Context: an optimization exercise on an open-source flow, tuned for small area and a short achievable clock period. The choices shown serve that exercise and are no tape-out recipe. Function was not checked in any run shown here: the RTL went through the layout flow alone.

## flow/design.v (module list and top-level ports; edited modules follow where they fit)
// module ex_top: 2458 lines
// module ex_fa: 4 lines
// module ex_ha: 4 lines
module ex_top (
    input  logic               clk,
    input  logic               reset,
    input  logic               in_valid,
    input  logic [4:0]         operator,
    input  logic [31:0]        operand1,
    input  logic [31:0]        operand2,
    input  logic [4:0]         dest_addr,
    input  logic               dest_write,
    output logic               out_valid,
    output logic [4:0]         write_addr,
    output logic               write_enable,
    output logic [31:0]        write_data
);
  // ...
==> flow/run.sh <==
#!/bin/bash
# synth_recipe.tcl (not shown) runs the flow's synth.tcl, then flattens the netlist and writes it again
# the make line also repeats each setting of config.mk as NAME=value (left out here)
make -C /OpenROAD-flow-scripts/flow DESIGN_CONFIG=/design/flow/config.mk WORK_HOME=/design/flow/orfs CLKGATE_MAP_FILE= SYNTH_SCRIPT=/design/flow/synth_recipe.tcl finish
==> flow/config.mk <==
export PLATFORM = sky130hd
export DESIGN_NAME = ex_top
export DESIGN_NICKNAME = ex_top
export VERILOG_FILES = /design/flow/design.v
export SDC_FILE = /design/flow/constraint.sdc
export NUM_CORES = 4
export LEC_CHECK = 0
export ABC_AREA = 1
export CAP_MARGIN = 20
export CORE_MARGIN = 2
export CORE_UTILIZATION = 40
export SETUP_SLACK_MARGIN = 2.0
export SLEW_MARGIN = 20
export SYNTH_HIERARCHICAL = 1
==> flow/constraint.sdc <==
create_clock -name core_clock -period 14.0 [get_ports {clk}]
set_input_delay 2.8000 -clock core_clock [delete_from_list [all_inputs] [get_ports {clk}]]
set_output_delay 2.8000 -clock core_clock [all_outputs]
set_load 0.01 [all_outputs]
==> run summary, run 1 <==
Timing
At the pin with the least slew margin, the transition time is 1223 ps. Setup repair after global routing left no endpoint under its margin. The count of final hold-check violations is 0. The final sum of negative setup slack is 0 ps.

Global route
The total congestion overflow after global routing is 0.

CTS
Counting every sink on the clock net gives 103. Once the clock tree was built, the setup fixing pass inserted 0 buffers.

Critical path
By startpoint and endpoint, the worst setup path is classified as input port to flop. The element type at the critical path end is a flop. The largest single stage delay on the critical path is 860 ps. Together, buffers and inverters on the worst path number 5.

For the worst setup path, the data arrival time is 11920 ps.

Placement
At the placement stage, the worst setup path has a slack of 1251 ps. Buffers placed on the I/O ports in this run total 116.

Final layout
Once layout is complete, the utilization of the core stands at 44.32%. The share of final layout cell area taken by non-clock buffers is 6.722%. In the final design, more cell area goes to multi-input combinational cells than to any other class.

Sequential cells placed in the final layout were counted as 103.

Logic synthesis
The fraction of synthesis flops using an asynchronous set or reset pin is 0%. The cell with the most instances after synthesis is xor2_1. The sequential share of the synthesized area is 6.410%.

In this run, synthesis inferred 0 flip-flops with an integrated enable.

Min path
The end point of the worst hold path is write_data[4].

Outcome
The flow ran to the end and the layout has no timing, DRC or antenna violations.

Floorplanning
The initial core utilization is 40.58%. The floorplan has 103 rows. The die span in y is 287.6 um.

Detailed routing
In this run the remaining antenna-violating nets after routing total 0.
==> inputs of run 2 (changes only) <==
--- a/flow/design.v
+++ b/flow/design.v
@@ -7,17 +7,17 @@
     input  logic [31:0]        operand2,
     input  logic [4:0]         dest_addr,
     input  logic               dest_write,
     output logic               out_valid,
     output logic [4:0]         write_addr,
     output logic               write_enable,
     output logic [31:0]        write_data
 );
-    localparam bit SHIFT_MULT = 1;
+    localparam bit SHIFT_MULT = 0;
     logic [4:0] op;
     assign op = operator;
     logic op_or, op_and, op_nor, op_xor, op_sll, op_srl, op_sra;
     logic op_add, op_addu, op_sub, op_subu, op_slt, op_sltu, op_clz, op_clo;
     logic op_mul, op_mult, op_multu, op_mfhi, op_mflo, op_mthi, op_mtlo;
     assign op_or    = op == 5'd1;
     assign op_and   = op == 5'd2;
     assign op_nor   = op == 5'd3;
@@ -62,17 +62,17 @@
                 assign pw[j] = (op_sll & eq[j]) | (is_shr & eq[32-j]);
             end
             assign msigned = op_mul | op_mult;
             assign m = {(msigned | op_sra) & operand2[31], operand2};
             assign r = {msigned & operand1[31], (msigned & operand1[31]) | pw[32],
                         (operand1 & {32{~(op_sll | is_shr)}}) | pw[31:0]};
             assign d16 = (r[31] | r[32]) & ~r[33];
         end else begin : g_rsel
-            assign msigned = op_mul | op_mult;
+            assign msigned = ~op[1];
             assign m = {msigned & operand2[31], operand2};
             assign r = {{2{msigned & operand1[31]}}, operand1};
             assign d16 = operand1[31] & ~msigned;
         end
     endgenerate
     wire bo1 = r[0] ^ 1'b0;
     wire bt2 = (r[1] & ~r[0] & ~1'b0) | (~r[1] & r[0] & 1'b0);
     wire pp3 = (bo1 & m[0]) ^ r[1];
==> flow/config.mk (replaced) <==
export PLATFORM = sky130hd
export DESIGN_NAME = ex_top
export DESIGN_NICKNAME = ex_top
export VERILOG_FILES = /design/flow/design.v
export SDC_FILE = /design/flow/constraint.sdc
export NUM_CORES = 4
export LEC_CHECK = 0
export ABC_AREA = 1
export CAP_MARGIN = 20
export CORE_MARGIN = 2
export CORE_UTILIZATION = 40
export SETUP_SLACK_MARGIN = 4.5
export SLEW_MARGIN = 20
export SYNTH_HIERARCHICAL = 1
==> run summary, run 2 <==
Outcome
Outcome: complete, no violations (unchanged).

Logic synthesis
The share of Yosys cell area claimed by the top area cell type came to 31.09% (was 32.11%). The count of flip-flops with a built-in enable after synthesis was 0 (unchanged). The cell taking the most area after synthesis was fa_1 (unchanged). The synthesized netlist net count is 4854 (was 4604). The gate count of the mapped netlist is 4052 (was 3802). The sequential share of the synthesized area came to 6.207% (was 6.410%). Largest cells by area after synthesis: fa_1 (31%), xor2_1 (16%), o22ai_1 (9.9%), ha_1 (7.8%), nand2_1 (6.7%) (was fa_1 (32%), xor2_1 (17%), o22ai_1 (11%), ha_1 (8.1%), dfxtp_1 (6.4%)). The cell with the most instances after synthesis is xor2_1 (unchanged). The post-synthesis instance area is 33220 um^2 (was 32170 um^2). The flip-flop and latch count after synthesis was 103 (unchanged). The commonest register cell after synthesis is dfxtp_1 (unchanged).

The fraction of synthesis flops using an asynchronous set or reset pin came to 0% (unchanged). The number of library cell types mapped by synthesis is 61 (was 55). The number of synthesis warnings is 7 (unchanged). The average instance area after synthesis was 8.199 um^2 (was 8.460 um^2). Commonest cells in the synthesized netlist: xor2_1 (612), nand2_1 (592), o22ai_1 (525), fa_1 (516), clkbuf_1 (283) (was xor2_1 (612), o22ai_1 (540), fa_1 (516), nand2_1 (429), inv_1 (313)).

Detailed routing
The post-detailed-route via-to-cell ratio is 6.479 (was 6.273). The iteration count of the initial detailed-routing pass came to 8 (unchanged). The initial DRC count is 5019 (was 3806). The post-detailed-route DRC marker count came to 0 (unchanged). The number of nets with antenna violations after detailed routing came to 0 (unchanged). The final wirelength is 155500 um (was 138600 um). The detailed-route wire length per cell is 30.69 um (was 28.83 um).

The via count is 32840 (was 30140).

Timing
The relative max-transition margin came to 12.93% (was 18.40%). The count of final hold-check violations is 0 (unchanged). The final sum of negative setup slack is 0 ps (unchanged).

The final count of pins violating max slew was 0 (unchanged). The clock skew is 10.57 ps (was 10.79 ps). The final worst-path setup slack came to 4543 ps (was 2318 ps). The count of endpoints failing setup in the final report is 0 (unchanged).

The transition time at the pin with the least slew margin is 1273 ps (was 1223 ps). Setup repair after global routing missed its margin: true (was false). The maximum operating frequency is 105.7 MHz (was 85.60 MHz). The final critical path time including I/O delays and setup is 9457 ps (was 11680 ps).

The share of the clock period used by the worst path after layout is 67.55% (was 83.44%).

Final layout
The post-layout net count is 4791 (was 4552). The filler cell count is 8103 (was 7877). The proportion of layout cells with a drive suffix above 1 is 10.27% (was 7.137%). Commonest cells after routing, fill and taps aside: xor2_1 (608), nand2_1 (584), o22ai_1 (517), fa_1 (507), inv_1 (265) (was xor2_1 (611), o22ai_1 (540), fa_1 (516), nand2_1 (414), inv_1 (313)). The post-route cell area came to 37180 um^2 (was 35130 um^2).

Registers with the most flip-flops: hi (32), lo (32), write_data (32) (unchanged). The most common cell after layout, fill and taps aside is xor2_1 (unchanged). The non-filler instance count after layout came to 5068 (was 4805). The area added between synthesis and finish is 11.91% (was 9.203%).

CTS
The clock latency at the later pin of the worst-skew pair came to 380 ps (was 370 ps). The count of H-tree levels built during CTS was 3 (unchanged). The clock tree root buffer cell is clkbuf_16 (unchanged). The maximum count of clock buffers along a single path was 2 (unchanged). The clock-pin transition on the worst setup and hold timing paths is 80 ps (about the same). The total number of clock tree sinks is 103 (unchanged).

The TritonCTS clock tree was yes (unchanged). The CTS buffer count is 9 (unchanged).

Global route
The total congestion overflow after global routing is 0 (unchanged). The initial antenna violation count is 3 (unchanged). The global routing met1 resource utilization is 47.48% (was 43.47%). The peak-usage layer in the global routing report is met2 (unchanged). The met3 track utilization from global routing is 10.82% (was 9.319%). The total global routing track utilization came to 35.33% (was 33.06%). The global-route wire length before repair is 223200 um (was 202100 um). The via count of the first global-routing pass was 32020 (was 29920). The met2 capacity usage during global routing is 50.27% (was 49.10%). The maximum number of pins on one net before global-route repair is 74 (was 78).

Floorplanning
The die span in x is 292.2 um (was 287.6 um). The total die area was 85370 um^2 (was 82700 um^2). The die span in y is 292.2 um (was 287.6 um).

The count of standard-cell rows was 105 (was 103). The core area is 82110 um^2 (was 79260 um^2). The number of I/O pins is 117 (unchanged). The initial core utilization is 40.46% (was 40.58%).

Critical path
The largest stage delay on the critical path is 1200 ps (was 860 ps). Walking the worst path, the cells encountered are clkdlybuf4s50_1 > inv_2 > buf_4 > o22ai_1 > xor2_1 > ha_1 > fa_1 > fa_1 > fa_1 > ha_1 > nand2_1 > inv_1 > a221oi_1 > nand2_2 > a21o_2 > nand3_1 > nand2_1 > fa_1 > xor2_1 > a2111oi_0 > o311ai_1. The required time at the endpoint of the critical path is 14150 ps (was 14240 ps). The critical path arrival is 9600 ps (was 11920 ps). The worst setup path category is input port to flop (unchanged).

The critical-path maximum fanout is 37 (was 15). The startpoint type of the worst setup path is an input port (unchanged). The element type at the critical path end is a flop (unchanged). The standard cell with the maximum stage delay on the critical path is a2111oi_0 (was o21ai_0). The worst path buffer plus inverter count was 4 (was 5). The top cell family by delay on the critical path is compound AO/OA/AOI/OAI gates (was adder cells). The critical path's most frequent cell is fa_1 (unchanged).

Placement
The area after detailed placement came to 35290 um^2 (was 34410 um^2). The cell count after placement was 5001 (was 4775). The routability congestion estimate from global placement came to 1.045 (about the same).

The port buffer count is 116 (unchanged). The half-perimeter wire length after detailed placement is 105700 um (was 99640 um). The worst slack at placement is 3301 ps (was 1251 ps).

Min path
The type of the most critical hold path is flop to flop (unchanged).

Run
The number of max-capacitance violations reported is 0 (unchanged).
==> run 2: cell types whose count changed in the layout (fill, tap and decap cells not counted), sizes merged, moves of 34 or more <==
cell and delta:
nand2 +164, clkdlybuf4s50 -45, inv -46, nand3 +34
nor2 -40, o21ai +120
==> run 2: modules after synthesis, one instance, submodules excluded <==
module | flip-flops and latches | cells | area [um^2]
ex_fa | 0 | 1 | 20.02
ex_top | 103 | 3542 | 23320
ex_ha | 0 | 1 | 12.51
==> run 2: final timing paths <==
path,endpoint,startpoint,depth (start not counted),slack [ps]
worst max-delay path,write_data[19],operand2[9],21,4540
worst min register to register,write_data[10],lo[10],2,480
worst min-delay path,write_data[10],lo[10],2,480
worst max register to register,write_data[19],lo[19],4,11850
==> run 2: through the flow <==
step	utilization [%]	hold slack [ps]
2_1_floorplan	-	426.3
3_3_place_gp	42.95	455.4
3_5_place_dp	42.98	466.9
4_1_cts	43.99	478.4
5_1_grt	45.26	501.6
6_report	45.28	478.3
==> run 2: cell type report <==
type | instances | area [um^2] | area share [%]
Multi-Input combinational cell | 3256 | 29020 | 78.07
Tap cell | 1070 | 1339 | 3.601
Inverter | 335 | 1378 | 3.705
Antenna cell | 4 | 10.01 | 0.02692
Timing Repair inverter | 1 | 5.005 | 0.01346
Clock buffer | 9 | 225.2 | 0.6058
Clock inverter | 7 | 57.56 | 0.1548
Sequential cell | 103 | 2062 | 5.546
Timing Repair Buffer | 283 | 3078 | 8.279
==> run 2: cells by family (layout without fill, tap and decap cells) <==
| family | after synthesis | count (layout) | synth area share, % |
|---|---|---|---|
| compound gates | 1033 | 1033 | 19.59 |
| xor+xnor | 633 | 633 | 16.69 |
| fa+ha+maj | 724 | 724 | 38.93 |
| buf+inv | 693 | 635 | 8.019 |
| flops | 103 | 103 | 6.207 |
| mux | 4 | 4 | 0.1582 |
| other cells | 0 | 4 | 0 |
| simple gates | 862 | 862 | 10.41 |
==> run 2: repair_timing <==
action	4_1_cts	5_1_grt
setup endpoints to repair	47	40
cloned	4	7
pin swaps	2	17
hold buffers	0	0
setup buffers	12	24
hold endpoints to repair	0	0
gates resized for setup	121	234
==> run 2: layer usage <==
layer	up-vias	routed length [um]	share of wire [%]
li1	13580	-	-
met1	16070	58900	38
met2	2670	63440	41
met3	518	22880	15
met4	0	10320	6.6
met5	-	0	0
==> run 2: worst register-to-register path, cell delays in order, from the launching register on <==
cell and delay [ps]:
dfxtp_1 330, nand2_1 60, nand4_1 110, a2111oi_0 1000, o311ai_1 420
==> inputs of run 3 (changes only) <==
--- a/flow/config.mk
+++ b/flow/config.mk
@@ -11,3 +11,2 @@
 export CORE_UTILIZATION = 40
-export SETUP_SLACK_MARGIN = 4.5
 export SLEW_MARGIN = 20
==> run summary, run 3 <==
Outcome
Outcome: complete, no violations (unchanged).

Final layout
The final core utilization is 43.41% (was 45.28%). The most common cell after layout, fill and taps aside is xor2_1 (unchanged). The post-route cell area came to 35640 um^2 (was 37180 um^2).

The filler cell count was 8165 (was 8103). Commonest cells after routing, fill and taps aside: xor2_1 (611), nand2_1 (592), o22ai_1 (525), fa_1 (516), inv_1 (274) (was xor2_1 (608), nand2_1 (584), o22ai_1 (517), fa_1 (507), inv_1 (265)). The proportion of layout cells with a drive suffix above 1 is 6.328% (was 10.27%).

The non-filler instance count after layout is 5022 (was 5068). Registers with the most flip-flops: hi (32), lo (32), write_data (32) (unchanged). The area added between synthesis and finish is 7.288% (was 11.91%). The post-layout net count came to 4749 (was 4791).

Floorplanning
The core area is 82110 um^2 (unchanged). The total die area is 85370 um^2 (unchanged). The initial core utilization is 40.46% (unchanged). The count of standard-cell rows is 105 (unchanged). The die span in x is 292.2 um (unchanged). The number of I/O pins is 117 (unchanged).

The die span in y is 292.2 um (unchanged).

Logic synthesis
The commonest register cell after synthesis is dfxtp_1 (unchanged). The cell with the most instances after synthesis was xor2_1 (unchanged). The synthesized netlist net count is 4854 (unchanged). The flip-flop and latch count after synthesis is 103 (unchanged). The fraction of synthesis flops using an asynchronous set or reset pin came to 0% (unchanged). Commonest cells in the synthesized netlist: xor2_1 (612), nand2_1 (592), o22ai_1 (525), fa_1 (516), clkbuf_1 (283) (unchanged).

The post-synthesis instance area was 33220 um^2 (unchanged). The number of library cell types mapped by synthesis was 61 (unchanged). The gate count of the mapped netlist is 4052 (unchanged). The average instance area after synthesis is 8.199 um^2 (unchanged). The number of synthesis warnings is 7 (unchanged). The sequential share of the synthesized area is 6.207% (unchanged). Largest cells by area after synthesis: fa_1 (31%), xor2_1 (16%), o22ai_1 (9.9%), ha_1 (7.8%), nand2_1 (6.7%) (unchanged).

The cell taking the most area after synthesis was fa_1 (unchanged). The share of Yosys cell area claimed by the top area cell type is 31.09% (unchanged). The count of flip-flops with a built-in enable after synthesis is 0 (unchanged).

Global route
The initial antenna violation count is 4 (was 3). The via count of the first global-routing pass was 32150 (was 32020). The total global routing track utilization was 35.56% (was 35.33%).

The global-route wire length before repair is 224100 um (was 223200 um). The maximum number of pins on one net before global-route repair is 74 (unchanged). The total congestion overflow after global routing was 0 (unchanged).

Detailed routing
The routed wire length on met2 is 63590 um (was 63440 um). The met3 layer wire length in the routed design is 21110 um (was 22880 um). The total routed wire length on the met1 layer came to 59140 um (was 58900 um). The final wirelength came to 154200 um (was 155500 um). The iteration count of the initial detailed-routing pass was 7 (was 8). The number of nets with antenna violations after detailed routing came to 0 (unchanged). The post-detailed-route DRC marker count is 0 (unchanged). The via count is 32600 (was 32840).

The detailed-route wire length per cell is 30.70 um (was 30.69 um). The initial DRC count came to 4532 (was 5019). The post-detailed-route via-to-cell ratio was 6.491 (was 6.479). The topmost layer with routed signal wires is met5 (was met4).

Placement
The area after detailed placement is 35320 um^2 (was 35290 um^2). The half-perimeter wire length after detailed placement is 106800 um (was 105700 um). The worst slack at placement came to 2983 ps (was 3301 ps). The cell count after placement is 5006 (was 5001). The routability congestion estimate from global placement is 1.053 (was 1.045). The port buffer count came to 116 (unchanged).

CTS
The clock-pin transition on the worst setup and hold timing paths is 80 ps (about the same). The TritonCTS clock tree is yes (unchanged). The count of H-tree levels built during CTS is 3 (unchanged). The CTS buffer count is 9 (unchanged). The buffers inserted during post-CTS setup optimization is 0 (was 12). The maximum count of clock buffers along a single path came to 2 (unchanged). The hold-fix buffer count after cts was 0 (unchanged). The total number of clock tree sinks was 103 (unchanged). The clock tree root buffer cell was clkbuf_16 (unchanged). The clock latency at the later pin of the worst-skew pair is 380 ps (about the same). The count of instances resized after the clock tree is built is 0 (was 121).

Critical path
The worst setup path category is input port to flop (unchanged). The critical path arrival came to 11200 ps (was 9600 ps). The launch point of the worst reg-to-reg path was lo[4] (was lo[19]). The required time at the endpoint of the critical path is 14320 ps (was 14150 ps). The critical-path maximum fanout is 18 (was 37). The standard cell with the maximum stage delay on the critical path was clkdlybuf4s50_1 (was a2111oi_0). The worst-case register-to-register setup slack is 12020 ps (was 11850 ps). The startpoint type of the worst setup path is an input port (unchanged). The largest stage delay on the critical path is 820 ps (was 1200 ps). The top cell family by delay on the critical path is adder cells (was compound AO/OA/AOI/OAI gates).

The worst reg2reg path endpoint is write_data[4] (was write_data[19]). The element type at the critical path end is a flop (unchanged). The length in cells of the worst reg-to-reg path came to 4 (unchanged).

The critical path's most frequent cell is fa_1 (unchanged). The worst path buffer plus inverter count came to 5 (was 4).

Timing
The final sum of negative setup slack is 0 ps (unchanged). The relative max-transition margin is 22.09% (was 12.93%). Setup repair after global routing missed its margin: false (was true). The count of final hold-check violations came to 0 (unchanged).

The final count of pins violating max slew is 0 (unchanged). The maximum operating frequency is 91.89 MHz (was 105.7 MHz). The count of endpoints failing setup in the final report is 0 (unchanged).

The final critical path time including I/O delays and setup is 10880 ps (was 9457 ps). The final worst-path setup slack is 3117 ps (was 4543 ps). The transition time at the pin with the least slew margin was 1169 ps (was 1273 ps). The share of the clock period used by the worst path after layout was 77.73% (was 67.55%).

The clock skew was 10.87 ps (was 10.57 ps).

Min path
The number of instances on the worst hold path is 2 (unchanged). The type of the most critical hold path was flop to flop (unchanged). The end point of the worst hold path is write_data[31] (was write_data[10]). The launch instance of the worst min-delay path is lo[31] (was lo[10]).

Run
The number of max-capacitance violations reported was 0 (unchanged).
## run 3: cell types whose count changed in the layout (fill, tap and decap cells not counted), moves of 16 or more
cell / delta
clkdlybuf4s50_1: +35
buf_4: +34
buf_6: -29
dlymetal6s2s_1: -16
buf_12: -23
nor2_1: +16
clkinv_1: +20
## run 3: cell families after synthesis
logic type	Yosys count	synth area share, %
buffers and inverters	693	8.019
AO/OA/AOI/OAI	1033	19.59
XOR/XNOR	633	16.69
multiplexers	4	0.1582
flip-flops	103	6.207
AND/OR/NAND/NOR	862	10.41
adder cells (fa/ha/maj)	724	38.93
## run 3: worst register-to-register path, cell delays in order (launching register included)
cell and delay, ps:
dfxtp_1 320, a221oi_1 620, o211ai_1 190, a2111oi_0 440, o211ai_1 240
## run 3: worst max path at each step
| stage | slack, ps | from | cells after the start | end |
|---|---|---|---|---|
| after floorplan | 4490 | operand1[1] | 33 | hi[31] |
| after detailed placement | 2980 | operand1[6] | 33 | hi[30] |
| after CTS | 3340 | operand1[6] | 33 | hi[30] |
| final | 3120 | operand1[6] | 33 | hi[30] |
| after global routing | 2880 | operand1[6] | 33 | hi[30] |
| after global placement | 3020 | operand1[16] | 33 | hi[30] |
## run 3: routing by layer
metal  GRT usage [%]  vias to the layer above
li1                -                    13510
met1           47.79                    15960
met2           51.47                     2601
met3           9.347                      533
met4           20.52                        2
met5               0                        -
## run 3: per-stage QoR
step	hold slack, ps
2_1_floorplan	426.3
3_3_place_gp	472.4
3_5_place_dp	480.6
4_1_cts	499.3
5_1_grt	539.3
6_report	505.4
## run 3: final cells by class
cell class | instances | area, um^2 | share of cell area, %
antenna | 1 | 2.502 | 0.007021
clock inverter | 3 | 67.56 | 0.1896
clock buffer | 12 | 246.5 | 0.6916
tap | 1070 | 1339 | 3.756
sequential | 103 | 2062 | 5.785
timing repair buffer | 242 | 2049 | 5.750
multi-input combinational | 3256 | 28610 | 80.28
inverter | 335 | 1260 | 3.535
## run 3: modules after synthesis, one instance, submodules excluded
| module | cells inside | cell area (um^2) | times used |
|---|---|---|---|
| ex_fa | 1 | 20.02 | 469 |
| ex_top | 3542 | 23320 | 1 |
| ex_ha | 1 | 12.51 | 41 |

static timing again, ports no longer ideal:
In the flow no input, the clock included, has a driving cell. The finished layouts below were timed again as built, in two steps.
Step 1: set_driving_cell puts a clkbuf_16 on clk and a buf_2 on each other input, an assumption about the parent block.
Step 2 also shifts input and output timing later by t, the mid clock arrival at the registers, as if the neighbouring blocks saw the same clock.
Three values: no drivers, after step 1, after step 2; two values: the first two.
run	t (ns)	slack for setup (ns)	worst register clock-pin slew, ns	worst slew at a driven data input, ns	cell pins on the clock port's net
run 1	0.408	2.318 / 2.332 / 1.924	0.09 / 0.09	0.06	1
run 2	0.418	4.543 / 4.554 / 4.136	0.08 / 0.08	0.13	1
run 3	0.415	3.117 / 3.136 / 2.721	0.08 / 0.08	0.13	1
After both steps every run listed still meets setup and hold. For run 2, which loses most, drivers alone change the setup slack by +0.011 ns; drivers and shift together by -0.407 ns.
